This is an optimization exercise on Yosys and OpenROAD, whose aim is small area, not a production implementation.
Function was checked by simulation only, so behaviour that the tests miss may differ from the original.
No activity file was given, so power comes from the tool's default toggle rates.

// ringSwitch
module ringSwitch #(
	parameter int InterNodeFifoDepth = 8,
	parameter int IntraNodeFifoDepth = 2
) (
	input  logic                                             clk,
	input  logic                                             reset,
	input  logic [ringPkg::NodeCount*ringPkg::DataWidth-1:0] inject,
	input  logic [ringPkg::NodeCount-1:0]                    injectReceive,
	input  logic [ringPkg::NodeCount-1:0]                    EjectSlotAvail,
	output logic [ringPkg::NodeCount*ringPkg::DataWidth-1:0] eject,
	output logic [ringPkg::NodeCount-1:0]                    ejectSend,
	output logic [ringPkg::NodeCount-1:0]                    InjectSlotAvail,
	output logic [ringPkg::NodeCount*ringPkg::UtilWidth-1:0] ClockwiseUtil,
	output logic [ringPkg::NodeCount*ringPkg::UtilWidth-1:0] CounterClockwiseUtil,
	output logic [ringPkg::NodeCount*ringPkg::UtilWidth-1:0] InjectUtil
);
Size: about 11000 cells after synthesis, about 4700 flip-flops, roughly 690 I/O pins, roughly 180000 um2 of cells after synthesis.
export LEC_CHECK = 0
export CAP_MARGIN = 20
export CORE_MARGIN = 2
export CORE_UTILIZATION = 62
export SLEW_MARGIN = 20
create_clock -name core_clock -period 8.0 [get_ports {clk}]
standard.sh (not shown) runs the stock make flow with config.mk's settings and CLKGATE_MAP_FILE= SYNTH_SCRIPT=/design/flow/synth_recipe.tcl, a recipe that flattens the netlist after the stock synthesis.
==> flow/flow/run.sh <==
#!/bin/bash
# Own layout flow: the standard flow (standard.sh, unchanged synthesis),
# with smaller port buffers and a clock tree without dummy loads, built
# from clkbuf_8 leaf clusters. Each tool's output goes to a log file here.
set -euo pipefail
export BUFFER_PORTS_ARGS="-buffer_cell sky130_fd_sc_hd__buf_1"
export CTS_ARGS="-sink_clustering_enable -repair_clock_nets -dont_use_dummy_load -buf_list sky130_fd_sc_hd__clkbuf_8 -sink_clustering_size 12 -sink_clustering_max_diameter 60"
bash standard.sh > standard.log 2>&1 || { tail -50 standard.log; exit 1; }
tail -5 standard.log
Next try:
--- a/flow/config.mk
+++ b/flow/config.mk
@@ -9,3 +9,3 @@
 export CORE_MARGIN = 2
-export CORE_UTILIZATION = 62
+export CORE_UTILIZATION = 55
 export SLEW_MARGIN = 20
The new run completed with no timing, DRC or antenna violations.
Design area increases slightly.
Clock skew increases by 25 ps.
Global-route usage decreases by 3.1 points.
Combinational power hardly moves.
Setup slack improved by 200 ps.
Routed wire length increases by a few percent.
Next try:
==> flow/flow/run.sh (replaced) <==
#!/bin/bash
# Own layout flow: the standard flow (standard.sh, unchanged synthesis),
# with small port buffers, the resizer kept to small drive strengths after
# synthesis, and a clock tree without dummy loads built from clkbuf_8 leaf
# clusters. Each tool's output goes to a log file here (standard.log, and
# ORFS's per-step logs under orfs/logs).
set -euo pipefail
here="$(pwd)"
export BUFFER_PORTS_ARGS="-buffer_cell sky130_fd_sc_hd__buf_1"
export CTS_ARGS="-sink_clustering_enable -repair_clock_nets -dont_use_dummy_load -buf_list sky130_fd_sc_hd__clkbuf_8 -sink_clustering_size 12 -sink_clustering_max_diameter 60"
for step in GLOBAL_PLACE RESIZE REPAIR_TIMING_POST_PLACE CTS GLOBAL_ROUTE; do
  export PRE_${step}_TCL="$here/flow/dontuse.tcl"
done
bash standard.sh > standard.log 2>&1 || { tail -50 standard.log; exit 1; }
tail -5 standard.log
==> flow/flow/dontuse.tcl (new file) <==
set big {}
foreach lc [get_lib_cells sky130_fd_sc_hd__*] {
  set n [get_name $lc]
  if {[string match *clkbuf* $n]} continue
  if {[regexp {_(4|6|8|12|16)$} $n]} { lappend big $n }
}
set_dont_use $big
puts "dontuse.tcl: [llength $big] cells of drive 4 and up set dont_use"
--- a/flow/config.mk
+++ b/flow/config.mk
@@ -9,3 +9,3 @@
 export CORE_MARGIN = 2
-export CORE_UTILIZATION = 55
+export CORE_UTILIZATION = 60
 export SLEW_MARGIN = 20
After rerunning: Routed wire length is lower by 0.66%; total power is lower by 0.50%; area after synthesis is unchanged; non-clock buffer count went up by 48; global-route usage grows by 2.9 points; setup slack is worse by 400 ps; utilization goes up by 4.9 points.
Next try:
--- a/flow/flow/run.sh
+++ b/flow/flow/run.sh
@@ -9,3 +9,3 @@
 export BUFFER_PORTS_ARGS="-buffer_cell sky130_fd_sc_hd__buf_1"
-export CTS_ARGS="-sink_clustering_enable -repair_clock_nets -dont_use_dummy_load -buf_list sky130_fd_sc_hd__clkbuf_8 -sink_clustering_size 12 -sink_clustering_max_diameter 60"
+export CTS_ARGS="-sink_clustering_enable -repair_clock_nets -dont_use_dummy_load -buf_list sky130_fd_sc_hd__clkbuf_8 -sink_clustering_size 16 -sink_clustering_max_diameter 60"
 for step in GLOBAL_PLACE RESIZE REPAIR_TIMING_POST_PLACE CTS GLOBAL_ROUTE; do
The new run went through all stages and came out clean. Hold slack barely changes. Sequential power stays flat. Setup slack gets better by 47 ps. First-iteration DRC count is about the same. Core utilization is lower by 0.37 points. Global-route usage went down by 0.12 points. Non-clock buffer count goes down by 1. Design area fell by 0.58%. Wire length stays flat. Total power decreases by 1.8%. Via count hardly moves.

-- re-timing with driven ports --
No port has a modelled driver above. Below, the same layouts with a new extraction and two added sets of constraints. Step 1 (the two cells are an assumption about what drives the block):
set clk [get_ports {clk}]
set_driving_cell -lib_cell sky130_fd_sc_hd__clkbuf_16 $clk
set_driving_cell -lib_cell sky130_fd_sc_hd__buf_2 [delete_from_list [all_inputs] $clk]
Step 2 moves the port delays by t, midway between the first and last clock arrival at a register: inputs arrive t later, outputs are due t later. That takes back most of the time a late clock gives input paths. Three values: ideal, step 1, step 2; two values: the first two.
run | t (ns) | slack for setup (ns) | hold slack, ns | worst register clock-pin slew, ns | cell pins on the clock port's net
the first run | 1.200 | 2.431 / 2.335 / 2.877 | 0.447 / 0.447 / 0.447 | 0.09 / 0.09 | 1
the second run | 1.216 | 2.631 / 2.528 / 3.009 | 0.437 / 0.437 / 0.437 | 0.09 / 0.09 | 1
the third run | 1.177 | 2.231 / 2.132 / 3.059 | 0.449 / 0.449 / 0.449 | 0.09 / 0.09 | 1
the fourth run | 1.151 | 2.278 / 2.180 / 3.033 | 0.448 / 0.448 / 0.448 | 0.11 / 0.11 | 1
After both steps setup and hold are still met in every run listed.
